Context: an optimization exercise on an open-source flow, tuned for small area, a short achievable clock period and few clock cycles. The choices shown serve that exercise and are no tape-out recipe.
No functional check of the RTL was part of any run shown here.
Power figures rest on the tool's default switching activity, not on a simulated workload.

**config.mk**
```make
export PLATFORM = sky130hd
export DESIGN_NAME = ipdc_top
export DESIGN_NICKNAME = ipdc_top
export VERILOG_FILES = /design/flow/design.v
export SDC_FILE = /design/flow/constraint.sdc
export NUM_CORES = 4
export LEC_CHECK = 0
export CAP_MARGIN = 20
export CORE_MARGIN = 2
export CORE_UTILIZATION = 60
export CTS_BUF_LIST = sky130_fd_sc_hd__clkbuf_16
export CTS_CLUSTER_DIAMETER = 55
export CTS_CLUSTER_SIZE = 32
export PLACE_DENSITY = 0.7
export SETUP_SLACK_MARGIN = 3.2
export SLEW_MARGIN = 20
```
**constraint.sdc**
```tcl
create_clock -name core_clock -period 5.5 [get_ports {i_clk}]
set_input_delay 1.1000 -clock core_clock [delete_from_list [all_inputs] [get_ports {i_clk}]]
set_output_delay 1.1000 -clock core_clock [all_outputs]
set_load 0.01 [all_outputs]
```
**design.v**
```verilog
`default_nettype none
package ipdc_pkg;
	localparam int unsigned IMG_DIM          = 8;
	localparam int unsigned WIN_DIM          = 4;
	localparam int unsigned IMG_PIXELS       = IMG_DIM * IMG_DIM;
	localparam int unsigned WIN_PIXELS       = WIN_DIM * WIN_DIM;
	localparam int unsigned MAX_ORIGIN_COORD = IMG_DIM - WIN_DIM;
	localparam int unsigned ZOOM_ORIGIN      = 2 * IMG_DIM + 2;
	localparam int unsigned CHROMA_OFFSET    = 1024;
	typedef logic [7:0] channel_t;
	typedef struct packed {
		channel_t b;
		channel_t g;
		channel_t r;
	} pixel_t;
	typedef logic [5:0] pix_addr_t;
	typedef logic [3:0] win_idx_t;
	typedef enum logic [2:0] {
		OP_LOAD    = 3'd0,
		OP_RIGHT   = 3'd1,
		OP_DOWN    = 3'd2,
		OP_DEFAULT = 3'd3,
		OP_ZOOM    = 3'd4,
		OP_MEDIAN  = 3'd5,
		OP_YCBCR   = 3'd6,
		OP_RGB     = 3'd7
	} op_mode_e;
endpackage
`default_nettype wire
`default_nettype none
module image_buffer (
	input  logic             i_clk,
	input  logic             i_wr0,       
	input  logic             i_wr32,      
	input  ipdc_pkg::pixel_t i_wr_data,
	input  logic [15:0]      i_sel,       
	output ipdc_pkg::pixel_t o_tap_data
);
	logic [23:0] ring [64];
	always_ff @(posedge i_clk) begin
		ring[0]  <= i_wr0  ? i_wr_data : ring[63];
		ring[32] <= i_wr32 ? i_wr_data : ring[31];
		for (int p = 1; p < 64; p++) begin
			if (p != 32) ring[p] <= ring[p-1];
		end
	end
	logic [23:0] tap_and [16];
	for (genvar k = 0; k < 16; k++) begin : g_tap
		assign tap_and[k] = ring[4*k+1] & {24{i_sel[k]}};
	end
	assign o_tap_data = tap_and[0] | tap_and[1] | tap_and[2] | tap_and[3]
		| tap_and[4] | tap_and[5] | tap_and[6] | tap_and[7]
		| tap_and[8] | tap_and[9] | tap_and[10] | tap_and[11]
		| tap_and[12] | tap_and[13] | tap_and[14] | tap_and[15];
endmodule
`default_nettype wire
`default_nettype none
module window_origin (
	input  logic [2:0] i_op,
	input  logic [2:0] i_row,
	input  logic [2:0] i_col,
	output logic [2:0] o_row,
	output logic [2:0] o_col
);
	always_comb begin
		o_row = i_row;
		o_col = i_col;
		case (i_op)
			3'd1: if (i_col != 3'd4) o_col = i_col + 3'd1;
			3'd2: if (i_row != 3'd4) o_row = i_row + 3'd1;
			3'd3: begin o_row = 3'd0; o_col = 3'd0; end
			3'd4: begin o_row = 3'd2; o_col = 3'd2; end
			default: ;
		endcase
	end
endmodule
`default_nettype wire
`default_nettype none
module op_ctrl (
	input  logic             i_clk,
	input  logic             i_rst_n,
	input  logic             i_op_valid,
	input  logic [2:0]       i_op_mode,
	input  logic             i_in_valid,
	input  ipdc_pkg::pixel_t i_in_data,
	output logic             o_in_ready,
	output logic             o_wr0,
	output logic             o_wr32,
	output ipdc_pkg::pixel_t o_wr_data,
	output logic             o_rd_valid,    
	output logic             o_rd_ycc,      
	output logic [15:0]      o_sel          
);
	logic        rdy;
	logic        nrdy;       
	logic        ld_act;
	logic [5:0]  q;          
	logic        img_valid;
	logic [5:0]  pcnt;
	logic [5:0]  u;          
	logic [5:0]  sd;         
	logic [15:0] selc;       
	logic        pvlast;
	logic        xv;
	logic        yv;
	logic [2:0]  xm;
	logic [2:0]  ym;
	logic        xr;         
	logic        xd;         
	logic        xf;         
	logic        xz;         
	logic        xc;         
	logic [2:0]  xm_n;
	logic        seq_act;
	logic [3:0]  n;
	logic [15:0] sel;        
	logic        s1_v;
	logic        s1_pix;
	logic        s1_ycc;
	logic        ymode;
	logic [2:0]  org_r;
	logic [2:0]  org_c;
	logic        r_sat;      
	logic        c_sat;      
	logic        op_acc;
	logic        pix_acc;
	logic        enq;
	logic        p_last;
	logic [2:0]  nr;
	logic [2:0]  nc;
	logic        h_disp;
	logic        h_mode;
	logic        aligned;
	logic [3:0]  tap0;
	logic        start;
	logic        pop;
	logic        w0;
	logic        at32;
	logic        xv_n;
	logic        yv_n;
	logic        ld_act_n;
	logic [5:0]  gb;
	logic [5:0]  gb_q;       
	logic        xchg_q;     
	logic        safe_b;
	logic        xdisp;
	logic        pix_rdy;
	logic        safe0;
	logic [15:0] oh_u;
	logic [15:0] oh_ph;
	logic [15:0] sel0;
	logic        rdy_hold;
	logic        rdy_enq;
	logic        rdy_load;
	assign rdy     = ~nrdy;
	assign op_acc  = i_op_valid & rdy & ~ld_act;
	assign pix_acc = i_in_valid & rdy & ld_act;
	assign enq     = op_acc & (i_op_mode != 3'd5) & (i_op_mode != 3'd0);
	assign p_last  = pcnt == 6'd63;
	assign w0      = pix_acc & (pcnt == 6'd0);         
	assign at32    = (pcnt != 6'd0) & (sd == 6'd31);
	window_origin u_window_origin (
		.i_op  (xm),
		.i_row (org_r),
		.i_col (org_c),
		.o_row (nr),
		.o_col (nc)
	);
	assign h_disp = xr | xd | xf | xz;
	assign h_mode = xc;
	assign xdisp  = xv & (xr | xd | xf | xz);
	assign aligned = (xr & (c_sat ? (u[1:0] == 2'd0) : (u[1:0] == 2'd1)))
		| (xd & (u[1:0] == 2'd0))
		| (xf & (q[1:0] == 2'd0))
		| (xz & (q[1:0] == 2'd2));
	always_comb begin
		tap0 = u[5:2];
		if (xd & ~r_sat) tap0 = u[5:2] - 4'd2;
		if (xf)          tap0 = q[5:2];
		if (xz)          tap0 = {q[5:4] - 2'd1, q[3:2]};
	end
	for (genvar k = 0; k < 16; k++) begin : g_sel0
		assign oh_u[k]  = u[5:2] == 4'(k);
		assign oh_ph[k] = q[5:2] == 4'(k);
		assign sel0[k]  = ((xr | (xd & r_sat)) & oh_u[k])
			| ((xd & ~r_sat) & oh_u[(k + 2) % 16])
			| (xf & oh_ph[k])
			| (xz & oh_ph[(k + 4) % 16]);
	end
	assign start = xv & ~seq_act & aligned;
	assign pop   = start | (xv & ~seq_act & h_mode);
	assign xm_n = pop ? (yv ? ym : i_op_mode) : (xv ? xm : i_op_mode);
	assign xv_n = pop ? (yv | enq) : (xv | enq);
	assign yv_n = pop ? (yv & enq) : (yv | (xv & enq));
	assign ld_act_n = ld_act ? ~(pix_acc & p_last) : (op_acc & (i_op_mode == 3'd0));
	logic [1:0] sc;
	logic [1:0] sq;
	logic [3:0] fail;
	assign sc   = n[3:2];
	assign sq   = n[1:0];
	assign selc = (sq == 2'd0) ? {sel[0], sel[15:1]} : sel;
	assign fail[0] = ~sq[1] & selc[0];
	assign fail[1] = (sc <= 2'd2) & (selc[1] | (~sq[1] & selc[2]));
	assign fail[2] = (sc <= 2'd1) & (selc[2] | selc[3] | (~sq[1] & selc[4]));
	assign fail[3] = (sc == 2'd0) & (selc[3] | selc[4] | selc[5] | (~sq[1] & selc[6]));
	assign safe0   = ~seq_act | (fail == 4'd0);
	assign gb     = ((xf | xz) ? ~q : ~u)
		+ (xr ? (c_sat ? 6'd63 : 6'd0) : xd ? (r_sat ? 6'd63 : 6'd7) : xf ? 6'd63 : 6'd17);
	assign safe_b = ~xdisp | (~xchg_q & (gb_q != 6'd0) & (gb_q <= 6'd37)
		& (seq_act ? ((7'(gb_q) + 7'(n) >= 7'd20) & (n >= 4'd3)) : (gb_q >= 6'd5)));
	always_comb begin
		if (pcnt == 6'd0) begin
			pix_rdy = safe0 & safe_b;
		end else begin
			pix_rdy = (sd == 6'd62) | (~seq_act & ~xdisp & (sd == 6'd30));
		end
	end
	assign rdy_hold = pop | ~yv;                        
	assign rdy_enq  = ~(pop ? yv : (yv | xv));           
	assign rdy_load = ld_act ? (pix_acc | pix_rdy)
		: (op_acc ? ((i_op_mode == 3'd0) ? 1'b0 : (i_op_mode == 3'd5) ? rdy_hold : rdy_enq)
			: rdy_hold);
	always_ff @(posedge i_clk or negedge i_rst_n) begin
		if (!i_rst_n) begin
			nrdy      <= 1'b0;
			ld_act    <= 1'b0;
			q         <= '0;
			xchg_q    <= 1'b1;
			img_valid <= 1'b0;
			pcnt      <= '0;
			u         <= '0;
			pvlast    <= 1'b0;
			xv        <= 1'b0;
			yv        <= 1'b0;
			r_sat     <= 1'b0;
			c_sat     <= 1'b0;
			seq_act   <= 1'b0;
			s1_v      <= 1'b0;
			ymode     <= 1'b0;
			org_r     <= '0;
			org_c     <= '0;
		end else begin
			nrdy      <= ~rdy_load;
			ld_act    <= ld_act_n;
			q         <= pvlast ? sd + 6'd1 : q + 6'd1;
			xchg_q    <= pop;
			img_valid <= img_valid | pvlast;
			pcnt      <= pcnt + 6'(pix_acc);
			if (pvlast) begin
				u <= sd + 6'd1 - {org_r, org_c};
			end else if (start) begin
				u <= {tap0, 2'b01};
			end else begin
				u <= u + 6'd1;
			end
			pvlast    <= pix_acc & p_last;
			xv        <= xv_n;
			yv        <= yv_n;
			if (start) begin
				seq_act <= 1'b1;
				r_sat   <= nr == 3'd4;
				c_sat   <= nc == 3'd4;
				s1_v    <= 1'b1;
				org_r   <= nr;
				org_c   <= nc;
			end else if (seq_act) begin
				s1_v    <= 1'b1;
				if (n == 4'd15) seq_act <= 1'b0;
			end else if (pop && h_mode) begin
				s1_v    <= 1'b1;
				ymode   <= ~xm[0];
			end else if (pvlast) begin
				s1_v    <= 1'b1;
			end else begin
				s1_v    <= 1'b0;
			end
		end
	end
	always_ff @(posedge i_clk) begin
		if (w0) begin
			sd <= 6'd63;
		end else if (!pix_acc) begin
			sd <= sd + 6'd1;
		end
		xm <= xm_n;
		gb_q <= gb;
		if (pop | ~xv) begin
			xr <= xm_n == 3'd1;
			xd <= xm_n == 3'd2;
			xf <= xm_n == 3'd3;
			xz <= xm_n == 3'd4;
			xc <= xm_n[2] & xm_n[1];
		end
		ym <= (yv & ~pop) ? ym : i_op_mode;
		if (start) begin
			n      <= 4'd1;
			sel    <= img_valid ? sel0 : 16'd0;
			s1_pix <= 1'b1;
			s1_ycc <= ymode;
		end else if (seq_act) begin
			n      <= n + 4'd1;
			if (n[1:0] == 2'd0) begin
				sel <= {sel[0], sel[15:1]};
			end
		end else begin
			s1_pix <= 1'b0;
			sel    <= '0;
		end
	end
	assign o_in_ready  = rdy;
	assign o_wr0       = pix_acc & ~at32;
	assign o_wr32      = pix_acc & at32;
	assign o_wr_data   = i_in_data;
	assign o_rd_valid  = s1_v;
	assign o_rd_ycc    = s1_ycc & s1_pix;
	assign o_sel       = sel;
endmodule
`default_nettype wire
`default_nettype none
module color_output (
	input  logic             i_clk,
	input  logic             i_rst_n,
	input  logic             i_valid,
	input  logic             i_ycc,      
	input  ipdc_pkg::pixel_t i_pixel,
	output logic             o_out_valid,
	output ipdc_pkg::pixel_t o_out_data
);
	logic [7:0] r;
	logic [7:0] g;
	logic [7:0] b;
	logic [7:0] rn;
	logic [7:0] gn;
	logic [7:0] bn;
	logic [8:0] y_a;
	logic [8:0] y_b;
	logic       y_c;
	logic [8:0] s3_y_a;
	logic [8:0] s3_y_b;
	logic       s3_y_c;
	logic [8:0] y_s;
	logic [8:0] cb_a;
	logic [8:0] cb_b;
	logic       cb_c;
	logic [8:0] s3_cb_a;
	logic [8:0] s3_cb_b;
	logic       s3_cb_c;
	logic [8:0] cb_s;
	logic [8:0] cr_a;
	logic [8:0] cr_b;
	logic       cr_c;
	logic [8:0] s3_cr_a;
	logic [8:0] s3_cr_b;
	logic       s3_cr_c;
	logic [8:0] cr_s;
	logic t1;
	logic t2;
	logic t3;
	logic t4;
	logic t5;
	logic t6;
	logic t7;
	logic t8;
	logic t9;
	logic t10;
	logic t11;
	logic t12;
	logic t13;
	logic t14;
	logic t15;
	logic t16;
	logic t17;
	logic t18;
	logic t19;
	logic t20;
	logic t21;
	logic t22;
	logic t23;
	logic t24;
	logic t25;
	logic t26;
	logic t27;
	logic t28;
	logic t29;
	logic t30;
	logic t31;
	logic t32;
	logic t33;
	logic t34;
	logic t35;
	logic t36;
	logic t37;
	logic t38;
	logic t39;
	logic t40;
	logic t41;
	logic t42;
	logic t43;
	logic t44;
	logic t45;
	logic t46;
	logic t47;
	logic t48;
	logic t49;
	logic t50;
	logic t51;
	logic t52;
	logic t53;
	logic t54;
	logic t55;
	logic t56;
	logic t57;
	logic t58;
	logic t59;
	logic t60;
	logic t61;
	logic t62;
	logic t63;
	logic t64;
	logic t65;
	logic t66;
	logic t67;
	logic t68;
	logic t69;
	logic t70;
	logic t71;
	logic t72;
	logic t73;
	logic t74;
	logic t75;
	logic t76;
	logic t77;
	logic t78;
	logic t79;
	logic t80;
	logic t81;
	logic t82;
	logic t83;
	logic t84;
	logic t85;
	logic t86;
	logic t87;
	logic t88;
	logic t89;
	logic t90;
	logic t91;
	logic t92;
	logic t93;
	logic t94;
	logic t95;
	logic t96;
	logic t97;
	logic t98;
	logic t99;
	logic t100;
	logic t101;
	logic t102;
	logic t103;
	logic t104;
	logic t105;
	logic t106;
	logic t107;
	logic t108;
	logic t109;
	logic t110;
	logic t111;
	logic t112;
	logic t113;
	logic t114;
	logic t115;
	logic t116;
	logic t117;
	logic t118;
	logic t119;
	logic t120;
	logic t121;
	logic t122;
	logic t123;
	logic t124;
	logic t125;
	logic t126;
	logic t127;
	logic t128;
	logic t129;
	logic t130;
	logic t131;
	logic t132;
	logic t133;
	logic t134;
	logic t135;
	logic t136;
	logic t137;
	logic t138;
	logic t139;
	logic t140;
	logic t141;
	logic t142;
	logic t143;
	logic t144;
	logic t145;
	logic t146;
	logic t147;
	logic t148;
	logic t149;
	logic t150;
	logic t151;
	logic t152;
	logic t153;
	logic t154;
	logic t155;
	logic t156;
	logic t157;
	logic t158;
	logic t159;
	logic t160;
	logic t161;
	logic t162;
	logic t163;
	logic t164;
	logic t165;
	logic t166;
	logic t167;
	logic t168;
	logic t169;
	logic t170;
	logic t171;
	logic t172;
	logic t173;
	logic t174;
	logic t175;
	logic t176;
	logic t177;
	logic t178;
	logic t179;
	logic t180;
	logic t181;
	logic t182;
	logic t183;
	logic t184;
	logic t185;
	logic t186;
	logic t187;
	logic t188;
	logic t189;
	logic t190;
	logic t191;
	logic t192;
	logic t193;
	logic t194;
	logic t195;
	logic t196;
	logic t197;
	logic t198;
	logic t199;
	logic t200;
	logic t201;
	logic t202;
	logic t203;
	logic t204;
	logic t205;
	logic t206;
	logic t207;
	logic t208;
	logic t209;
	logic t210;
	logic t211;
	logic t212;
	logic t213;
	logic t214;
	logic t215;
	logic t216;
	logic t217;
	logic t218;
	logic t219;
	logic t220;
	logic t221;
	logic t222;
	logic t223;
	logic t224;
	logic t225;
	logic t226;
	logic t227;
	logic t228;
	logic t229;
	logic t230;
	logic t231;
	logic t232;
	logic t233;
	logic t234;
	logic t235;
	logic t236;
	logic t237;
	logic t238;
	logic t239;
	logic t240;
	logic t241;
	logic t242;
	logic t243;
	logic t244;
	logic t245;
	logic t246;
	logic t247;
	logic t248;
	logic t249;
	logic t250;
	logic t251;
	logic t252;
	logic t253;
	logic t254;
	logic t255;
	logic t256;
	logic t257;
	logic t258;
	logic t259;
	logic t260;
	logic t261;
	logic t262;
	logic t263;
	logic t264;
	logic t265;
	logic t266;
	logic t267;
	logic t268;
	logic t269;
	logic t270;
	logic t271;
	logic t272;
	logic t273;
	logic t274;
	logic t275;
	logic t276;
	logic t277;
	logic t278;
	logic t279;
	logic t280;
	logic t281;
	logic t282;
	logic t283;
	logic t284;
	logic t285;
	logic t286;
	logic t287;
	logic t288;
	logic t289;
	logic t290;
	logic t291;
	logic t292;
	logic t293;
	logic t294;
	logic t295;
	logic t296;
	logic t297;
	logic t298;
	logic t299;
	logic t300;
	logic t301;
	logic t302;
	logic t303;
	logic t304;
	logic t305;
	logic t306;
	logic t307;
	logic t308;
	logic t309;
	logic t310;
	logic t311;
	logic t312;
	logic t313;
	logic t314;
	logic t315;
	logic t316;
	logic t317;
	logic t318;
	logic t319;
	logic t320;
	logic t321;
	logic t322;
	logic t323;
	logic t324;
	logic t325;
	logic t326;
	logic t327;
	logic t328;
	logic t329;
	logic t330;
	logic t331;
	logic t332;
	logic t333;
	assign r  = i_pixel[7:0];
	assign g  = i_pixel[15:8];
	assign b  = i_pixel[23:16];
	assign rn = ~r;
	assign gn = ~g;
	assign bn = ~b;
	always_comb begin
		t1 = r[1] ^ g[0];
		t2 = r[1] & g[0];
		t3 = r[2] ^ g[1];
		t4 = r[2] & g[1];
		t5 = r[3] ^ g[2];
		t6 = r[3] & g[2];
		t7 = r[4] ^ g[3];
		t8 = r[4] & g[3];
		t9 = r[5] ^ g[4];
		t10 = r[5] & g[4];
		t11 = r[6] ^ g[5];
		t12 = r[6] & g[5];
		t13 = t1 ^ g[2];
		t14 = t1 & g[2];
		t15 = t2 ^ t3 ^ g[3];
		t16 = (t2 & t3) | (t2 & g[3]) | (t3 & g[3]);
		t17 = t4 ^ t5 ^ g[4];
		t18 = (t4 & t5) | (t4 & g[4]) | (t5 & g[4]);
		t19 = t6 ^ t7 ^ g[5];
		t20 = (t6 & t7) | (t6 & g[5]) | (t7 & g[5]);
		t21 = t8 ^ t9 ^ g[6];
		t22 = (t8 & t9) | (t8 & g[6]) | (t9 & g[6]);
		t23 = t10 ^ t11 ^ g[7];
		t24 = (t10 & t11) | (t10 & g[7]) | (t11 & g[7]);
		t25 = t12 ^ r[7] ^ g[6];
		t26 = (t12 & r[7]) | (t12 & g[6]) | (r[7] & g[6]);
		t27 = r[0] & g[1];
		t28 = r[0] ^ g[1];
		t29 = t13 & 1'b1;
		t30 = t13 ^ 1'b1;
		t31 = t28 & g[0];
		t32 = t29 | (t30 & t27);
		t33 = t30 & t28;
		y_a = {1'b0, 1'b0, t26, t24, t22, t20, t18, t16, t14};
		y_b = {1'b0, 1'b0, g[7], t25, t23, t21, t19, t17, t15};
		y_c = t32;
		t34 = b[0] ^ rn[2];
		t35 = b[0] & rn[2];
		t36 = b[1] ^ rn[3];
		t37 = b[1] & rn[3];
		t38 = b[2] ^ rn[4];
		t39 = b[2] & rn[4];
		t40 = b[3] ^ rn[5];
		t41 = b[3] & rn[5];
		t42 = b[4] ^ rn[6];
		t43 = b[4] & rn[6];
		t44 = b[5] ^ rn[7];
		t45 = b[5] & rn[7];
		t46 = b[6] ^ gn[7];
		t47 = b[6] & gn[7];
		t48 = rn[1] ^ gn[0];
		t49 = rn[1] & gn[0];
		t50 = ~(t34 ^ gn[1]);
		t51 = t34 | gn[1];
		t52 = t35 ^ t36 ^ gn[2];
		t53 = (t35 & t36) | (t35 & gn[2]) | (t36 & gn[2]);
		t54 = t37 ^ t38 ^ gn[3];
		t55 = (t37 & t38) | (t37 & gn[3]) | (t38 & gn[3]);
		t56 = t39 ^ t40 ^ gn[4];
		t57 = (t39 & t40) | (t39 & gn[4]) | (t40 & gn[4]);
		t58 = t41 ^ t42 ^ gn[5];
		t59 = (t41 & t42) | (t41 & gn[5]) | (t42 & gn[5]);
		t60 = t43 ^ t44 ^ gn[6];
		t61 = (t43 & t44) | (t43 & gn[6]) | (t44 & gn[6]);
		t62 = ~(t45 ^ t46);
		t63 = t45 | t46;
		t64 = t47 ^ b[7];
		t65 = t47 & b[7];
		t66 = rn[0] & 1'b1;
		t67 = rn[0] ^ 1'b1;
		t68 = t48 & 1'b1;
		t69 = t48 ^ 1'b1;
		t70 = t49 & t50;
		t71 = t49 ^ t50;
		t72 = t68 | (t69 & t66);
		t73 = t69 & t67;
		t74 = t70 | (t71 & t68);
		t75 = t71 & t69;
		t76 = t74 | (t75 & t66);
		cb_a = {1'b0, t65, t63, t61, t59, t57, t55, t53, t51};
		cb_b = {1'b0, 1'b0, t64, t62, t60, t58, t56, t54, t52};
		cb_c = t76;
		t77 = r[1] ^ gn[2];
		t78 = r[1] & gn[2];
		t79 = r[2] ^ gn[3];
		t80 = r[2] & gn[3];
		t81 = r[3] ^ gn[4];
		t82 = r[3] & gn[4];
		t83 = r[4] ^ gn[5];
		t84 = r[4] & gn[5];
		t85 = r[5] ^ gn[6];
		t86 = r[5] & gn[6];
		t87 = r[0] ^ gn[1];
		t88 = r[0] & gn[1];
		t89 = t77 ^ gn[3] ^ bn[3];
		t90 = (t77 & gn[3]) | (t77 & bn[3]) | (gn[3] & bn[3]);
		t91 = t78 ^ t79 ^ gn[4];
		t92 = (t78 & t79) | (t78 & gn[4]) | (t79 & gn[4]);
		t93 = t80 ^ t81 ^ gn[5];
		t94 = (t80 & t81) | (t80 & gn[5]) | (t81 & gn[5]);
		t95 = t82 ^ t83 ^ gn[6];
		t96 = (t82 & t83) | (t82 & gn[6]) | (t83 & gn[6]);
		t97 = t84 ^ t85 ^ gn[7];
		t98 = (t84 & t85) | (t84 & gn[7]) | (t85 & gn[7]);
		t99 = t86 ^ r[6];
		t100 = t86 & r[6];
		t101 = gn[0] ^ gn[1];
		t102 = gn[0] & gn[1];
		t103 = t87 ^ gn[2] ^ bn[2];
		t104 = (t87 & gn[2]) | (t87 & bn[2]) | (gn[2] & bn[2]);
		t105 = ~(t88 ^ t89);
		t106 = t88 | t89;
		t107 = t90 ^ t91 ^ bn[4];
		t108 = (t90 & t91) | (t90 & bn[4]) | (t91 & bn[4]);
		t109 = t92 ^ t93 ^ bn[5];
		t110 = (t92 & t93) | (t92 & bn[5]) | (t93 & bn[5]);
		t111 = t94 ^ t95 ^ bn[6];
		t112 = (t94 & t95) | (t94 & bn[6]) | (t95 & bn[6]);
		t113 = t96 ^ t97 ^ bn[7];
		t114 = (t96 & t97) | (t96 & bn[7]) | (t97 & bn[7]);
		t115 = t98 ^ t99 ^ gn[7];
		t116 = (t98 & t99) | (t98 & gn[7]) | (t99 & gn[7]);
		t117 = t100 ^ r[7];
		t118 = t100 & r[7];
		t119 = gn[0] & bn[0];
		t120 = gn[0] ^ bn[0];
		t121 = t101 & bn[1];
		t122 = t101 ^ bn[1];
		t123 = t102 & t103;
		t124 = t102 ^ t103;
		t125 = t121 | (t122 & t119);
		t126 = t122 & t120;
		t127 = t123 | (t124 & t121);
		t128 = t124 & t122;
		t129 = t127 | (t128 & t119);
		cr_a = {1'b0, t118, t116, t114, t112, t110, t108, t106, t104};
		cr_b = {1'b0, 1'b0, t117, t115, t113, t111, t109, t107, t105};
		cr_c = t129;
	end
	logic s3_v;
	always_ff @(posedge i_clk or negedge i_rst_n) begin
		if (!i_rst_n) begin
			s3_v        <= 1'b0;
			o_out_valid <= 1'b0;
		end else begin
			s3_v        <= i_valid;
			o_out_valid <= s3_v;
		end
	end
	always_ff @(posedge i_clk) begin
		s3_y_a <= i_ycc ? y_a : {1'b0, r};
		s3_y_b <= i_ycc ? y_b : 9'd0;
		s3_y_c <= i_ycc & y_c;
		s3_cb_a <= i_ycc ? cb_a : {1'b0, g};
		s3_cb_b <= i_ycc ? cb_b : 9'd0;
		s3_cb_c <= i_ycc & cb_c;
		s3_cr_a <= i_ycc ? cr_a : {1'b0, b};
		s3_cr_b <= i_ycc ? cr_b : 9'd0;
		s3_cr_c <= i_ycc & cr_c;
	end
	always_comb begin
		t130 = s3_y_a[0] & s3_y_b[0];
		t131 = s3_y_a[0] ^ s3_y_b[0];
		t132 = s3_y_a[1] & s3_y_b[1];
		t133 = s3_y_a[1] ^ s3_y_b[1];
		t134 = s3_y_a[2] & s3_y_b[2];
		t135 = s3_y_a[2] ^ s3_y_b[2];
		t136 = s3_y_a[3] & s3_y_b[3];
		t137 = s3_y_a[3] ^ s3_y_b[3];
		t138 = s3_y_a[4] & s3_y_b[4];
		t139 = s3_y_a[4] ^ s3_y_b[4];
		t140 = s3_y_a[5] & s3_y_b[5];
		t141 = s3_y_a[5] ^ s3_y_b[5];
		t142 = s3_y_a[6] & s3_y_b[6];
		t143 = s3_y_a[6] ^ s3_y_b[6];
		t144 = s3_y_a[7] & s3_y_b[7];
		t145 = s3_y_a[7] ^ s3_y_b[7];
		t146 = s3_y_a[8] & s3_y_b[8];
		t147 = s3_y_a[8] ^ s3_y_b[8];
		t148 = t130 | (t131 & s3_y_c);
		t149 = t132 | (t133 & t130);
		t150 = t133 & t131;
		t151 = t134 | (t135 & t132);
		t152 = t135 & t133;
		t153 = t136 | (t137 & t134);
		t154 = t137 & t135;
		t155 = t138 | (t139 & t136);
		t156 = t139 & t137;
		t157 = t140 | (t141 & t138);
		t158 = t141 & t139;
		t159 = t142 | (t143 & t140);
		t160 = t143 & t141;
		t161 = t144 | (t145 & t142);
		t162 = t145 & t143;
		t163 = t146 | (t147 & t144);
		t164 = t147 & t145;
		t165 = t149 | (t150 & s3_y_c);
		t166 = t151 | (t152 & t148);
		t167 = t153 | (t154 & t149);
		t168 = t154 & t150;
		t169 = t155 | (t156 & t151);
		t170 = t156 & t152;
		t171 = t157 | (t158 & t153);
		t172 = t158 & t154;
		t173 = t159 | (t160 & t155);
		t174 = t160 & t156;
		t175 = t161 | (t162 & t157);
		t176 = t162 & t158;
		t177 = t163 | (t164 & t159);
		t178 = t164 & t160;
		t179 = t167 | (t168 & s3_y_c);
		t180 = t169 | (t170 & t148);
		t181 = t171 | (t172 & t165);
		t182 = t173 | (t174 & t166);
		t183 = t175 | (t176 & t167);
		t184 = t176 & t168;
		t185 = t177 | (t178 & t169);
		t186 = t178 & t170;
		t187 = t183 | (t184 & s3_y_c);
		t188 = t185 | (t186 & t148);
		t189 = t131 ^ s3_y_c;
		t190 = t133 ^ t148;
		t191 = t135 ^ t165;
		t192 = t137 ^ t166;
		t193 = t139 ^ t179;
		t194 = t141 ^ t180;
		t195 = t143 ^ t181;
		t196 = t145 ^ t182;
		t197 = t147 ^ t187;
		y_s = {t197, t196, t195, t194, t193, t192, t191, t190, t189};
		t198 = s3_cb_a[0] & s3_cb_b[0];
		t199 = s3_cb_a[0] ^ s3_cb_b[0];
		t200 = s3_cb_a[1] & s3_cb_b[1];
		t201 = s3_cb_a[1] ^ s3_cb_b[1];
		t202 = s3_cb_a[2] & s3_cb_b[2];
		t203 = s3_cb_a[2] ^ s3_cb_b[2];
		t204 = s3_cb_a[3] & s3_cb_b[3];
		t205 = s3_cb_a[3] ^ s3_cb_b[3];
		t206 = s3_cb_a[4] & s3_cb_b[4];
		t207 = s3_cb_a[4] ^ s3_cb_b[4];
		t208 = s3_cb_a[5] & s3_cb_b[5];
		t209 = s3_cb_a[5] ^ s3_cb_b[5];
		t210 = s3_cb_a[6] & s3_cb_b[6];
		t211 = s3_cb_a[6] ^ s3_cb_b[6];
		t212 = s3_cb_a[7] & s3_cb_b[7];
		t213 = s3_cb_a[7] ^ s3_cb_b[7];
		t214 = s3_cb_a[8] & s3_cb_b[8];
		t215 = s3_cb_a[8] ^ s3_cb_b[8];
		t216 = t198 | (t199 & s3_cb_c);
		t217 = t200 | (t201 & t198);
		t218 = t201 & t199;
		t219 = t202 | (t203 & t200);
		t220 = t203 & t201;
		t221 = t204 | (t205 & t202);
		t222 = t205 & t203;
		t223 = t206 | (t207 & t204);
		t224 = t207 & t205;
		t225 = t208 | (t209 & t206);
		t226 = t209 & t207;
		t227 = t210 | (t211 & t208);
		t228 = t211 & t209;
		t229 = t212 | (t213 & t210);
		t230 = t213 & t211;
		t231 = t214 | (t215 & t212);
		t232 = t215 & t213;
		t233 = t217 | (t218 & s3_cb_c);
		t234 = t219 | (t220 & t216);
		t235 = t221 | (t222 & t217);
		t236 = t222 & t218;
		t237 = t223 | (t224 & t219);
		t238 = t224 & t220;
		t239 = t225 | (t226 & t221);
		t240 = t226 & t222;
		t241 = t227 | (t228 & t223);
		t242 = t228 & t224;
		t243 = t229 | (t230 & t225);
		t244 = t230 & t226;
		t245 = t231 | (t232 & t227);
		t246 = t232 & t228;
		t247 = t235 | (t236 & s3_cb_c);
		t248 = t237 | (t238 & t216);
		t249 = t239 | (t240 & t233);
		t250 = t241 | (t242 & t234);
		t251 = t243 | (t244 & t235);
		t252 = t244 & t236;
		t253 = t245 | (t246 & t237);
		t254 = t246 & t238;
		t255 = t251 | (t252 & s3_cb_c);
		t256 = t253 | (t254 & t216);
		t257 = t199 ^ s3_cb_c;
		t258 = t201 ^ t216;
		t259 = t203 ^ t233;
		t260 = t205 ^ t234;
		t261 = t207 ^ t247;
		t262 = t209 ^ t248;
		t263 = t211 ^ t249;
		t264 = t213 ^ t250;
		t265 = t215 ^ t255;
		cb_s = {t265, t264, t263, t262, t261, t260, t259, t258, t257};
		t266 = s3_cr_a[0] & s3_cr_b[0];
		t267 = s3_cr_a[0] ^ s3_cr_b[0];
		t268 = s3_cr_a[1] & s3_cr_b[1];
		t269 = s3_cr_a[1] ^ s3_cr_b[1];
		t270 = s3_cr_a[2] & s3_cr_b[2];
		t271 = s3_cr_a[2] ^ s3_cr_b[2];
		t272 = s3_cr_a[3] & s3_cr_b[3];
		t273 = s3_cr_a[3] ^ s3_cr_b[3];
		t274 = s3_cr_a[4] & s3_cr_b[4];
		t275 = s3_cr_a[4] ^ s3_cr_b[4];
		t276 = s3_cr_a[5] & s3_cr_b[5];
		t277 = s3_cr_a[5] ^ s3_cr_b[5];
		t278 = s3_cr_a[6] & s3_cr_b[6];
		t279 = s3_cr_a[6] ^ s3_cr_b[6];
		t280 = s3_cr_a[7] & s3_cr_b[7];
		t281 = s3_cr_a[7] ^ s3_cr_b[7];
		t282 = s3_cr_a[8] & s3_cr_b[8];
		t283 = s3_cr_a[8] ^ s3_cr_b[8];
		t284 = t266 | (t267 & s3_cr_c);
		t285 = t268 | (t269 & t266);
		t286 = t269 & t267;
		t287 = t270 | (t271 & t268);
		t288 = t271 & t269;
		t289 = t272 | (t273 & t270);
		t290 = t273 & t271;
		t291 = t274 | (t275 & t272);
		t292 = t275 & t273;
		t293 = t276 | (t277 & t274);
		t294 = t277 & t275;
		t295 = t278 | (t279 & t276);
		t296 = t279 & t277;
		t297 = t280 | (t281 & t278);
		t298 = t281 & t279;
		t299 = t282 | (t283 & t280);
		t300 = t283 & t281;
		t301 = t285 | (t286 & s3_cr_c);
		t302 = t287 | (t288 & t284);
		t303 = t289 | (t290 & t285);
		t304 = t290 & t286;
		t305 = t291 | (t292 & t287);
		t306 = t292 & t288;
		t307 = t293 | (t294 & t289);
		t308 = t294 & t290;
		t309 = t295 | (t296 & t291);
		t310 = t296 & t292;
		t311 = t297 | (t298 & t293);
		t312 = t298 & t294;
		t313 = t299 | (t300 & t295);
		t314 = t300 & t296;
		t315 = t303 | (t304 & s3_cr_c);
		t316 = t305 | (t306 & t284);
		t317 = t307 | (t308 & t301);
		t318 = t309 | (t310 & t302);
		t319 = t311 | (t312 & t303);
		t320 = t312 & t304;
		t321 = t313 | (t314 & t305);
		t322 = t314 & t306;
		t323 = t319 | (t320 & s3_cr_c);
		t324 = t321 | (t322 & t284);
		t325 = t267 ^ s3_cr_c;
		t326 = t269 ^ t284;
		t327 = t271 ^ t301;
		t328 = t273 ^ t302;
		t329 = t275 ^ t315;
		t330 = t277 ^ t316;
		t331 = t279 ^ t317;
		t332 = t281 ^ t318;
		t333 = t283 ^ t323;
		cr_s = {t333, t332, t331, t330, t329, t328, t327, t326, t325};
	end
	always_ff @(posedge i_clk) begin
		o_out_data[7:0]   <= y_s[8]  ? 8'hff : y_s[7:0];
		o_out_data[15:8]  <= cb_s[8] ? 8'hff : cb_s[7:0];
		o_out_data[23:16] <= cr_s[8] ? 8'hff : cr_s[7:0];
	end
endmodule
`default_nettype wire
`default_nettype none
module ipdc_top (
	input  logic             i_clk,
	input  logic             i_rst_n,
	input  logic             i_op_valid,
	input  logic [2:0]       i_op_mode,
	input  logic             i_in_valid,
	input  ipdc_pkg::pixel_t i_in_data,
	output logic             o_in_ready,
	output logic             o_out_valid,
	output ipdc_pkg::pixel_t o_out_data
);
	logic             wr0;
	logic             wr32;
	ipdc_pkg::pixel_t wr_data;
	logic             rd_valid;
	logic             rd_ycc;
	logic [15:0]      sel;
	ipdc_pkg::pixel_t tap_data;
	logic             s2_v;
	logic             s2_ycc;
	ipdc_pkg::pixel_t s2_d;
	op_ctrl u_op_ctrl (
		.i_clk       (i_clk),
		.i_rst_n     (i_rst_n),
		.i_op_valid  (i_op_valid),
		.i_op_mode   (i_op_mode),
		.i_in_valid  (i_in_valid),
		.i_in_data   (i_in_data),
		.o_in_ready  (o_in_ready),
		.o_wr0       (wr0),
		.o_wr32      (wr32),
		.o_wr_data   (wr_data),
		.o_rd_valid  (rd_valid),
		.o_rd_ycc    (rd_ycc),
		.o_sel       (sel)
	);
	image_buffer u_image_buffer (
		.i_clk      (i_clk),
		.i_wr0      (wr0),
		.i_wr32     (wr32),
		.i_wr_data  (wr_data),
		.i_sel      (sel),
		.o_tap_data (tap_data)
	);
	always_ff @(posedge i_clk or negedge i_rst_n) begin
		if (!i_rst_n) begin
			s2_v   <= 1'b0;
			s2_ycc <= 1'b0;
		end else begin
			s2_v   <= rd_valid;
			s2_ycc <= rd_ycc;
		end
	end
	always_ff @(posedge i_clk) begin
		s2_d <= tap_data;
	end
	color_output u_color_output (
		.i_clk       (i_clk),
		.i_rst_n     (i_rst_n),
		.i_valid     (s2_v),
		.i_ycc       (s2_ycc),
		.i_pixel     (s2_d),
		.o_out_valid (o_out_valid),
		.o_out_data  (o_out_data)
	);
endmodule
`default_nettype wire
```
**run.sh**
```bash
#!/bin/bash
# synth_recipe.tcl (not shown) runs the flow's synth.tcl, then flattens the netlist and writes it again
# the make line also repeats each setting of config.mk as NAME=value (left out here)
make -C /OpenROAD-flow-scripts/flow DESIGN_CONFIG=/design/flow/config.mk WORK_HOME=/design/flow/orfs CLKGATE_MAP_FILE= SYNTH_SCRIPT=/design/flow/synth_recipe.tcl finish
```
==> impl_metrics.py, run 1 <==
metrics = {
    "die": {
        "die_area_sq_um": 73800,
        "die_x_um": 272,
        "core-area_sq_um": 71200,
        "row_count": 98,
        "die_h_um": 272,
        "initial_core_util_pct": 60.3,
        "io_pins": 57,
    },
    "placement": {
        "io_buffers": 56,
        "dp_hpwl_mm": 48.0,
        "dpl_cell_area_sq_um": 44500,
        "gp_congestion": 0.866,
    },
    "sta": {
        "worstMarginPinSlew_ps": 1200,
        "relSlewSlack_pct": 20.2,
        "fmax_ghz": 0.419,
        "setup_viol": 0,
        "period_share_pct": 43.4,
        "rsz0062_at_grt": "true",
        "tns_ps": 0,
        "maxSlewViolCount": 0,
        "min_period_ps": 2380,
        "hold_viol_final": 0,
        "skew_ps": 32.2,
    },
    "clocking": {
        "clk_pin_slew_ps": 110,
        "cts.sinks": 1717,
        "clock_latency_ps": 670,
        "h-tree-depth": 3,
        "cts_root_buf": "clkbuf_16",
        "cts_tree": "done",
        "max-clock-path-buffers": 3,
        "cts_buffers": 92,
    },
    "synthesis": {
        "synth_fa_ha_area_share_pct": 3.90,
        "synth_compound_area_share_pct": 7.32,
        "ys_warn_count": 7,
        "synthXorXnorAreaFrac_pct": 0.877,
        "synth-simple-area-share_pct": 3.38,
        "synth_top_family_by_area": "compound AO/OA/AOI/OAI gates",
        "syn_inst": 2849,
        "yosys-mux-area-fraction_pct": 1.94,
        "seq_area_frac_synth_pct": 80.9,
        "synth_ff_type": "dfxtp_1",
        "syn_area_sq_um": 43000,
        "synth_edf_count": 18,
        "syn_area_per_cell_sq_um": 15.1,
        "postSynth.asyncResetShare_pct": 2.33,
        "synth_seq_cells": 1717,
        "yosys.cell_types.count": 75,
        "synth_fp_nets": 2997,
    },
    "finish": {
        "area_growth_pct": 13.1,
        "nets": 3121,
        "design_area_sq_um": 48600,
        "n_antenna_cell": 0,
        "final_common_cell": "dfxtp_1",
        "drive_gt1_share_pct": 12.5,
        "final_cell_mix": "dfxtp_1 (1646), a22o_1 (102), inv_1 (97)",
    },
    "hold_path": {
        "hold_path_end": "u_image_buffer.ring[44][11]$_DFF_P_",
        "hold_start": "u_image_buffer.ring[43][11]$_DFF_P_",
        "hp-class": "flip-flop to flip-flop",
        "hold-path-cell-count": 0,
    },
    "critical_path": {
        "cp_data_required_time_ps": 4400,
        "rrSetupSlack_ps": 3190,
        "ff2ff_path_depth": 10,
        "path_class": "flip-flop to output pin",
        "r2r-start": "u_op_ctrl.xf$_DFFE_PP_",
        "crit_chain": "inv_2, buf_6",
        "start_kind": "flip-flop",
        "slowest_stage": "dfrtp_1",
        "cp-end-kind": "output pin",
        "crit_path_max_incr_delay_ps": 440,
        "critPathMaxFanout": 2,
        "arrival_ps": 1280,
        "rr_endpoint": "u_op_ctrl.gb_q[5]$_DFF_P_",
    },
    "global_route": {
        "grt_pass1_vias": 20939,
        "grt_use_total_pct": 21.6,
        "grt_max_degree": 65,
        "antenna_found_initial": 2,
        "overflow": 0,
        "grt_pass1_wl_mm": 122,
    },
    "drt": {
        "drt_pre_antenna_iters": 5,
        "routed_wl_mm": 80.0,
        "viasPerCell": 5.19,
        "ant_nets": 0,
        "drc": 0,
        "drtIter0Drc": 1519,
        "wl_per_cell_um": 20.0,
        "vias": 20746,
    },
    "power_and_ir_drop": {
        "ir_worst_vdd_uv": 355,
        "p_per_area_nw_per_um2": 523,
        "finalPower_mw": 25.4,
        "p_leak_nw": 19.8,
    },
    "run_status": {
        "status": "timing/DRC/antenna clean",
    },
    "run": {
        "cap_violations": 0,
    },
}
-- logic make-up after synthesis --
kind of cell    count (synthesis)
compound gates                417
xor+xnor                       43
fa+ha+maj                     117
buf+inv                       186
flops                        1717
mux                            76
simple gates                  293
-- worst max-delay path by stage --
stage | startpoint | to | slack [ps] | cells after the start
floorplan | u_op_ctrl.xf$_DFFE_PP_ | u_op_ctrl.gb_q[5]$_DFF_P_ | 3200 | 11
global placement | i_in_valid | u_image_buffer.ring[0][3]$_DFF_P_ | 1960 | 5
detailed placement | i_in_valid | u_image_buffer.ring[0][21]$_DFF_P_ | 1880 | 5
CTS | u_op_ctrl.nrdy$_DFF_PN0_ | o_in_ready | 3090 | 2
global route | u_op_ctrl.nrdy$_DFF_PN0_ | o_in_ready | 3090 | 2
finish | u_op_ctrl.nrdy$_DFF_PN0_ | o_in_ready | 3120 | 2
-- Yosys cell counts (5+ instances only) --
master | n | area share [%]
dfxtp_1 | 1659 | 77
a22o_1 | 103 | 2.1
inv_1 | 97 | 0.85
a221oi_1 | 96 | 2.0
nand2_1 | 90 | 0.79
ha_1 | 89 | 2.6
clkbuf_1 | 71 | 0.62
a21oi_1 | 63 | 0.73
nor2_1 | 58 | 0.51
mux2_2 | 57 | 1.5
o21ai_0 | 56 | 0.65
dfrtp_1 | 39 | 2.3
fa_1 | 28 | 1.3
nand4_1 | 28 | 0.41
xnor2_1 | 28 | 0.57
nor2b_1 | 26 | 0.38
edfxtp_1 | 18 | 1.3
mux2i_1 | 18 | 0.42
nand3_1 | 16 | 0.19
nor3_1 | 15 | 0.17
xor2_1 | 15 | 0.31
and2_1 | 12 | 0.17
nand2b_1 | 12 | 0.17
a21o_1 | 8 | 0.14
o21a_1 | 8 | 0.14
a211oi_1 | 7 | 0.12
o21bai_1 | 7 | 0.12
a22oi_1 | 6 | 0.10
and3_1 | 6 | 0.087
buf_2 | 6 | 0.070
inv_2 | 6 | 0.052
a31oi_1 | 5 | 0.073
a32oi_1 | 5 | 0.10
o21ai_1 | 5 | 0.058
o2bb2ai_1 | 5 | 0.10
o31a_1 | 5 | 0.10
-- metrics by stage --
stage / worst slack [ps] / utilization, % / hold WS, ps / std cells
after detailed placement: 1880 / 62.5 / 312 / 3790
after global placement: 1960 / 62.5 / 310 / 3790
after global routing: 3090 / 68.2 / 306 / 3995
after floorplan: 3200 / - / 310 / 2849
final: 3120 / 68.2 / 313 / 3995
after CTS: 3090 / 67.6 / 313 / 3968
-- power by group --
| part | internal, mW | total (mW) | switching [mW] |
|---|---|---|---|
| Sequential | 13.9 | 14.7 | 0.791 |
| Clock | 3.68 | 8.29 | 4.61 |
| Combinational | 0.990 | 2.42 | 1.43 |
-- repair_timing --
action | 4_1_cts | 5_1_grt
setup buffers | 12 | 27
pin swaps | 2 | 17
hold buffers | 0 | 0
resized for setup | 134 | 45
hold endpoints to repair | 0 | 0
endpoints found under the setup margin | 104 | 75
-- final cells by class --
type	count	area, sq um
Clock inverter	73	1260
Multi-Input combinational cell	946	7750
Sequential cell	1717	34800
Tap cell	950	1190
Clock buffer	93	2330
Fill cell	4689	22700
Inverter	103	392
Timing Repair Buffer	113	887
-- state kept, by name (all words and copies together), names as in the netlist, 3 cells and up --
| name | flops |
|---|---|
| s2_d | 24 |
| u_color_output.o_out_data | 24 |
| u_color_output.s3_cb_a | 8 |
| u_color_output.s3_cb_b | 7 |
| u_color_output.s3_cr_a | 8 |
| u_color_output.s3_cr_b | 7 |
| u_color_output.s3_y_a | 8 |
| u_color_output.s3_y_b | 7 |
| u_image_buffer.ring | 1536 |
| u_op_ctrl.gb_q | 6 |
| u_op_ctrl.n | 4 |
| u_op_ctrl.org_c | 3 |
| u_op_ctrl.org_r | 3 |
| u_op_ctrl.pcnt | 6 |
| u_op_ctrl.q | 6 |
| u_op_ctrl.sd | 6 |
| u_op_ctrl.sel | 16 |
| u_op_ctrl.u | 6 |
| u_op_ctrl.xm | 3 |
| u_op_ctrl.ym | 3 |
-- routing by layer --
metal / vias to the layer above / global-route usage (%) / share of wire (%)
met3: 136 / 2.61 / 3.6
li1: 9877 / - / -
met2: 480 / 34.5 / 46
met5: - / 0 / 0
met1: 10253 / 31.3 / 48
met4: 0 / 6.45 / 2.4
-- worst max-delay path, delay by kind of cell (launching register included) --
family	cells	cell delay (ps)
DFF	1	440
buffers and inverters	2	190
==> run 2: changes to the inputs <==
--- a/config.mk
+++ b/config.mk
@@ -11,4 +11,4 @@
 export CTS_BUF_LIST = sky130_fd_sc_hd__clkbuf_16
-export CTS_CLUSTER_DIAMETER = 55
-export CTS_CLUSTER_SIZE = 32
+export CTS_CLUSTER_DIAMETER = 50
+export CTS_CLUSTER_SIZE = 30
 export PLACE_DENSITY = 0.7
==> run 2 against run 1 <==
Still clean on timing, DRC and antenna; clock skew up 8.5 ps; utilization grew 0.80 points; register-to-register slack better by 40 ps; first-iteration DRC count shrank 12%; die area did not move; wire length grew 1.7%; critical path depth is the same; global-route usage increased by 0.35 points; critical path type unchanged; largest cell class unchanged.
==> impl_metrics.py, run 2 <==
metrics = {
    "run_status": {
        "status": "timing/DRC/antenna clean",
    },
    "synthesis": {
        "yosys.cell_types.count": 75,
        "synth-simple-area-share_pct": 3.38,
        "synth_fp_nets": 2997,
        "synth_ff_type": "dfxtp_1",
        "syn_inst": 2849,
        "netlist_top_cells_area": "dfxtp_1 (77%), ha_1 (2.6%), dfrtp_1 (2.3%), a22o_1 (2.1%), a221oi_1 (2.0%)",
        "synth_edf_count": 18,
        "synth_compound_area_share_pct": 7.32,
        "synth_fa_ha_area_share_pct": 3.90,
        "synth_top_area_share_pct": 77.3,
        "synthXorXnorAreaFrac_pct": 0.877,
        "yosys-mux-area-fraction_pct": 1.94,
        "syn_area_per_cell_sq_um": 15.1,
        "postSynth.asyncResetShare_pct": 2.33,
        "synth_common_cells": "dfxtp_1 (1659), a22o_1 (103), inv_1 (97)",
        "synth_seq_cells": 1717,
        "synth_top_family_by_area": "compound AO/OA/AOI/OAI gates",
        "seq_area_frac_synth_pct": 80.9,
        "syn_area_sq_um": 43000,
        "yosys.area.top_type": "dfxtp_1",
        "yosysMostFrequentCell": "dfxtp_1",
        "ys_warn_count": 7,
    },
    "critical_path": {
        "rrSetupSlack_ps": 3230,
        "path_class": "flip-flop to output pin",
        "critPathMaxFanout": 2,
        "arrival_ps": 1290,
        "start_kind": "flip-flop",
        "cp_data_required_time_ps": 4400,
        "cp-end-kind": "output pin",
        "ff2ff_path_depth": 8,
        "rr_endpoint": "u_op_ctrl.gb_q[5]$_DFF_P_",
        "r2r-start": "u_op_ctrl.xd$_DFFE_PP_",
    },
    "global_route": {
        "grt_use_total_pct": 22.0,
        "grt_max_degree": 65,
        "grt_pass1_vias": 21341,
        "grt_pass1_wl_mm": 124,
        "antenna_found_initial": 3,
        "overflow": 0,
    },
    "clocking": {
        "cts.sinks": 1717,
        "cts_root_buf": "clkbuf_16",
        "cts_tree": "done",
        "h-tree-depth": 3,
        "clk_pin_slew_ps": 90,
        "max-clock-path-buffers": 3,
        "cts_buffers": 109,
        "clock_latency_ps": 710,
        "cts_hold_buffers": 0,
    },
    "sta": {
        "timing.hold.ws_ps": 297,
        "hold_viol_final": 0,
        "skew_ps": 40.6,
        "worstMarginPinSlew_ps": 1190,
        "relSlewSlack_pct": 20.7,
        "min_period_ps": 2390,
        "rsz0062_at_grt": "true",
        "tns_ps": 0,
        "period_share_pct": 43.5,
        "setup_viol": 0,
        "maxSlewViolCount": 0,
        "fmax_ghz": 0.418,
    },
    "drt": {
        "wl_per_cell_um": 20.2,
        "viasPerCell": 5.17,
        "vias": 20826,
        "top_layer": "met4",
        "drc": 0,
        "wl_met2_mm": 37.6,
        "ant_nets": 0,
        "drt_pre_antenna_iters": 6,
        "routed_wl_mm": 81.4,
        "wl_met3_mm": 3.22,
        "met1_length_mm": 38.6,
        "drtIter0Drc": 1340,
    },
    "finish": {
        "n_fill_cell": 4606,
        "nets": 3128,
        "top_register": "u_image_buffer.ring",
        "final_common_cell": "dfxtp_1",
        "final_cell_mix": "dfxtp_1 (1645), clkbuf_16 (109), a22o_1 (102)",
        "area_growth_pct": 14.4,
        "reg_top3": "u_image_buffer.ring (1536), s2_d (24), u_color_output.o_out_data (24)",
        "finalNonFillerCells": 4028,
        "largest_reg_flops": 1536,
        "drive_gt1_share_pct": 13.0,
    },
    "die": {
        "die_h_um": 272,
        "core-area_sq_um": 71200,
        "initial_core_util_pct": 60.3,
        "die_x_um": 272,
        "row_count": 98,
        "io_pins": 57,
        "die_area_sq_um": 73800,
    },
    "power_and_ir_drop": {
        "p_leak_nw": 20.1,
        "p_switching_mw": 7.15,
        "seq_power_share_pct": 55.7,
        "combPwrFrac_pct": 9.1,
        "finalPower_mw": 26.4,
        "p_per_area_nw_per_um2": 536,
        "ir_worst_vdd_uv": 322,
        "p_int_mw": 19.2,
        "switching_share_pct": 27.1,
        "p_clk_share_pct": 35.2,
    },
    "placement": {
        "dp_hpwl_mm": 48.0,
        "gp_congestion": 0.866,
        "dp_cells": 3790,
        "io_buffers": 56,
    },
    "run": {
        "cap_violations": 0,
    },
    "hold_path": {
        "hp-class": "flip-flop to flip-flop",
        "hold-path-cell-count": 0,
        "hold_path_end": "u_image_buffer.ring[21][15]$_DFF_P_",
        "hold_start": "u_image_buffer.ring[20][15]$_DFF_P_",
    },
}
==> run 2: cell counts after synthesis <==
Identical to the previous run, type by type.
==> run 2: logic make-up (layout without fill, tap and decap cells) <==
logic type	Yosys count	after routing
AO/OA/AOI/OAI	417	417
XOR/XNOR	43	43
adder cells (fa/ha/maj)	117	117
buffers and inverters	186	413
flip-flops	1717	1717
multiplexers	76	76
other	0	2
AND/OR/NAND/NOR	293	293
==> run 2: power groups by stage <==
stage | registers [mW] | clock network [mW] | logic (mW)
after floorplan | 14.5 | 0 | 1.47
after global placement | 14.9 | 0 | 2.08
after detailed placement | 14.9 | 0 | 2.18
after CTS | 14.7 | 9.41 | 2.22
after global routing | 14.8 | 9.90 | 2.65
final | 14.7 | 9.27 | 2.40
==> run 2: worst max path at each step <==
stage                             startpoint                            endpoint  slack [ps]  cells after the start
floorplan             u_op_ctrl.xf$_DFFE_PP_           u_op_ctrl.gb_q[5]$_DFF_P_        3200                     11
global placement                  i_in_valid   u_image_buffer.ring[0][3]$_DFF_P_        1960                      5
detailed placement                i_in_valid  u_image_buffer.ring[0][21]$_DFF_P_        1880                      5
CTS                 u_op_ctrl.nrdy$_DFF_PN0_                          o_in_ready        3080                      2
global route        u_op_ctrl.nrdy$_DFF_PN0_                          o_in_ready        3070                      2
finish              u_op_ctrl.nrdy$_DFF_PN0_                          o_in_ready        3110                      2
==> run 2: layout make-up <==
type	instances	area (sq um)	share of cell area, %
diodes	2	5.00	0.0102
repair buffers	103	812	1.65
clock inverters	98	1540	3.13
well taps	950	1190	2.42
clock buffers	109	2730	5.55
multi-input cells	946	7710	15.7
flip-flops and latches	1717	34800	70.8
inverters	103	392	0.797
==> run 2: critical path, stage by stage (launching register included) <==
cell     delay, ps
dfrtp_1        440
inv_2           90
buf_6          100
==> run 2: through the flow <==
step                utilization, %  cell area (sq um)  worst slack, ps
finish                        69.0              49200             3110
global route                  69.0              49200             3070
CTS                           68.6              48900             3080
detailed placement            62.5              44500             1880
global placement              62.5              44500             1960
floorplan                        -              43000             3200
==> run 2: routing by layer <==
metal  vias to the layer above  track usage [%]
met1                     10297             31.2
li1                       9941                -
met2                       458             35.4
met3                       130             3.02
met5                         -                0
met4                         0             6.55
==> run 2: timing repair <==
action | CTS | global route
pin swaps | 2 | 13
endpoints found under the hold margin | 0 | 0
gates resized for setup | 137 | 32
endpoints found under the setup margin | 101 | 74
setup buffers | 12 | 17
==> run 3: changes to the inputs <==
--- a/design.v
+++ b/design.v
@@ -94,3 +94,2 @@
 	logic        rdy;
-	logic        nrdy;       
 	logic        ld_act;
@@ -154,3 +153,2 @@
 	logic        rdy_load;
-	assign rdy     = ~nrdy;
 	assign op_acc  = i_op_valid & rdy & ~ld_act;
@@ -224,3 +222,3 @@
 		if (!i_rst_n) begin
-			nrdy      <= 1'b0;
+			rdy       <= 1'b0;
 			ld_act    <= 1'b0;
@@ -242,3 +240,3 @@
 		end else begin
-			nrdy      <= ~rdy_load;
+			rdy       <= rdy_load;
 			ld_act    <= ld_act_n;
--- a/config.mk
+++ b/config.mk
@@ -11,4 +11,4 @@
 export CTS_BUF_LIST = sky130_fd_sc_hd__clkbuf_16
-export CTS_CLUSTER_DIAMETER = 50
-export CTS_CLUSTER_SIZE = 30
+export CTS_CLUSTER_DIAMETER = 55
+export CTS_CLUSTER_SIZE = 32
 export PLACE_DENSITY = 0.7
==> run 3 against run 2 <==
Clock-buffer cell count down 15; first-iteration DRC count fell by 7.1%; synthesized cell count about the same; global-route usage fell by 0.17 points; via count fell by 1.2%; clock power decreased by 12%; hold slack improved by 5.8 ps; utilization decreased by 0.92 points; critical path type unchanged.
==> impl_metrics.py, run 3 <==
metrics = {
    "global_route": {
        "antenna_found_initial": 2,
        "grt_pass1_wl_mm": 124,
        "grt_use_total_pct": 21.8,
        "grt_max_degree": 65,
        "grt_pass1_vias": 21067,
        "overflow": 0,
    },
    "critical_path": {
        "ff2ff_path_depth": 10,
        "path_class": "flip-flop to output pin",
        "start_kind": "flip-flop",
        "critPathTopFamily": "flip-flops",
        "r2r-start": "u_op_ctrl.u[1]$_DFF_PN0_",
        "cp_data_required_time_ps": 4400,
        "rrSetupSlack_ps": 3200,
        "rr_endpoint": "u_op_ctrl.xr$_DFFE_PP_",
        "cp_num_buf_inv": 1,
        "cp-end-kind": "output pin",
        "slowest_stage": "dfrtp_1",
        "crit_chain": "buf_6",
        "arrival_ps": 1200,
        "crit_path_max_incr_delay_ps": 420,
        "critPathMaxFanout": 2,
    },
    "synthesis": {
        "synth_seq_cells": 1717,
        "yosysMostFrequentCell": "dfxtp_1",
        "synth_ff_type": "dfxtp_1",
        "synthXorXnorAreaFrac_pct": 0.773,
        "synth_top_area_share_pct": 77.2,
        "ys_warn_count": 7,
        "syn_area_per_cell_sq_um": 15.1,
        "synth_compound_area_share_pct": 7.56,
        "yosys.area.top_type": "dfxtp_1",
        "synth_fa_ha_area_share_pct": 3.91,
        "yosys-mux-area-fraction_pct": 1.93,
        "synth-simple-area-share_pct": 3.32,
        "synth_edf_count": 18,
        "syn_area_sq_um": 43000,
        "netlist_top_cells_area": "dfxtp_1 (77%), ha_1 (2.6%), dfrtp_1 (2.3%), a22o_1 (2.1%), a221oi_1 (2.0%)",
        "synth_fp_nets": 2999,
        "synth_top_family_by_area": "compound AO/OA/AOI/OAI gates",
        "yosys.cell_types.count": 80,
        "seq_area_frac_synth_pct": 80.8,
        "postSynth.asyncResetShare_pct": 2.33,
        "syn_inst": 2851,
        "synth_common_cells": "dfxtp_1 (1659), inv_1 (107), a22o_1 (103)",
    },
    "finish": {
        "nets": 3114,
        "final_cell_mix": "dfxtp_1 (1648), inv_1 (108), a22o_1 (103)",
        "n_antenna_cell": 0,
        "fin_util_pct": 68.1,
        "n_fill_cell": 4772,
        "largest_reg_flops": 1536,
        "finalNonFillerCells": 3992,
        "area_growth_pct": 12.7,
        "reg_top3": "u_image_buffer.ring (1536), s2_d (24), u_color_output.o_out_data (24)",
        "final_common_cell": "dfxtp_1",
        "top_register": "u_image_buffer.ring",
        "drive_gt1_share_pct": 12.0,
    },
    "clocking": {
        "clock_latency_ps": 670,
        "cts_hold_buffers": 0,
        "cts_tree": "done",
        "clk_pin_slew_ps": 110,
        "cts_buffers": 91,
        "cts.sinks": 1717,
        "cts_root_buf": "clkbuf_16",
        "h-tree-depth": 3,
        "max-clock-path-buffers": 3,
    },
    "sta": {
        "relSlewSlack_pct": 35.1,
        "timing.hold.ws_ps": 303,
        "min_period_ps": 2300,
        "hold_viol_final": 0,
        "layout_setup_ws_ps": 3200,
        "rsz0062_at_grt": "true",
        "maxSlewViolCount": 0,
        "period_share_pct": 41.9,
        "tns_ps": 0,
        "fmax_ghz": 0.434,
        "worstMarginPinSlew_ps": 973,
        "skew_ps": 26.5,
        "setup_viol": 0,
    },
    "placement": {
        "place_ws_ps": 1830,
        "gp_congestion": 0.852,
        "dp_hpwl_mm": 48.3,
        "io_buffers": 56,
        "dp_cells": 3794,
    },
    "drt": {
        "drtIter0Drc": 1245,
        "wl_per_cell_um": 20.0,
        "drc": 0,
        "drt_pre_antenna_iters": 6,
        "vias": 20584,
        "ant_nets": 0,
        "viasPerCell": 5.16,
        "routed_wl_mm": 79.8,
    },
    "power_and_ir_drop": {
        "p_per_area_nw_per_um2": 556,
        "p_leak_nw": 19.8,
        "ir_worst_vdd_uv": 334,
    },
    "die": {
        "core-area_sq_um": 71200,
        "die_x_um": 272,
        "io_pins": 57,
        "die_h_um": 272,
        "die_area_sq_um": 73900,
        "initial_core_util_pct": 60.4,
        "row_count": 98,
    },
    "hold_path": {
        "hold_start": "u_image_buffer.ring[8][14]$_DFF_P_",
        "hold-path-cell-count": 0,
        "hold_path_end": "u_image_buffer.ring[9][14]$_DFF_P_",
        "hp-class": "flip-flop to flip-flop",
    },
    "run": {
        "cap_violations": 0,
    },
    "run_status": {
        "status": "timing/DRC/antenna clean",
    },
}
[run 3: changes by cell type after synthesis, sizes merged, moves of 6 or more]
cell,before,now
inv,103,109
o21ai,63,73
a21o,8,15
a21oi,63,52
clkbuf,71,65
[run 3: through the flow]
step	power, mW	area, sq um
after floorplan	17.2	43000
after global placement	18.6	44600
after detailed placement	18.8	44600
after CTS	27.0	48300
after global routing	28.2	48500
final	27.0	48500
[run 3: layout make-up]
| class | count | area [sq um] | area share, % |
|---|---|---|---|
| Sequential cell | 1717 | 34800 | 71.7 |
| Multi-Input combinational cell | 943 | 7770 | 16.0 |
| Clock buffer | 94 | 2350 | 4.85 |
| Tap cell | 950 | 1190 | 2.45 |
| Clock inverter | 75 | 1160 | 2.39 |
| Timing Repair Buffer | 104 | 841 | 1.73 |
| Inverter | 109 | 412 | 0.849 |
[run 3: what timing repair did]
action,4_1_cts,5_1_grt
endpoints found under the setup margin,111,67
gates resized for setup,134,37
setup buffers,17,11
pin swaps,7,10
[run 3: layer usage]
metal  wire length, um  up-vias  part of all wire, %  GRT usage, %
li1                  -     9885                    -             -
met5                 0        -                    0             0
met2             37100      428                   46          35.3
met4              1880        0                  2.4          6.65
met1             37500    10137                   47          30.7
met3              3250      134                  4.1          3.10
[run 3: worst max path at each step]
stage	depth (start not counted)	slack, ps	end	start
2_1_floorplan	4	3100	u_image_buffer.ring[0][0]$_DFF_P_	i_in_valid
3_3_place_gp	5	1900	u_image_buffer.ring[0][0]$_DFF_P_	i_in_valid
3_5_place_dp	5	1830	u_image_buffer.ring[0][1]$_DFF_P_	i_in_valid
4_1_cts	1	3160	o_in_ready	u_op_ctrl.rdy$_DFF_PN0_
5_1_grt	9	3120	u_op_ctrl.u[4]$_DFFE_PN0P_	u_op_ctrl.sd[0]$_SDFFE_PP1N_
6_report	1	3200	o_in_ready	u_op_ctrl.rdy$_DFF_PN0_
[run 3: cell families after synthesis]
logic type / after synthesis
compound gates: 426
xor+xnor: 38
fa+ha+maj: 118
buf+inv: 191
flops: 1717
mux: 76
simple gates: 285
[run 3: where the power goes]
part,switching (mW),internal [mW],total [mW],leakage (nW)
Sequential,1.04,14.1,15.1,14.2
Clock,4.56,3.63,8.19,1.69
Combinational,2.17,1.52,3.68,3.94

-- what the ideal ports hide --
The results above use ideal ports. As a check the final layouts listed here were re-extracted and re-timed, cells and wires unchanged. Step 1 assumes that a clkbuf_16 drives the clock port and a buf_2 every other input. Step 2 adds t to the input delays and takes it off the output delays; t is the mean of the earliest and latest rising clock arrival at the registers after step 1. Input paths then give back, and output paths get back, about the clock's delay inside the block. a / b / c = ideal ports / drivers / drivers and shift; a / b = the first two.
run	t, ns	setup WS [ns]	worst slew at a driven data input, ns
run 1	0.718	3.116 / 3.053 / 2.694	0.04
run 2	0.744	3.110 / 3.043 / 2.625	0.04
run 3	0.726	3.195 / 3.130 / 2.617	0.07
After both steps every run listed still meets setup and hold. For run 3, which loses most, drivers alone change the setup slack by -0.065 ns; drivers and shift together by -0.578 ns.
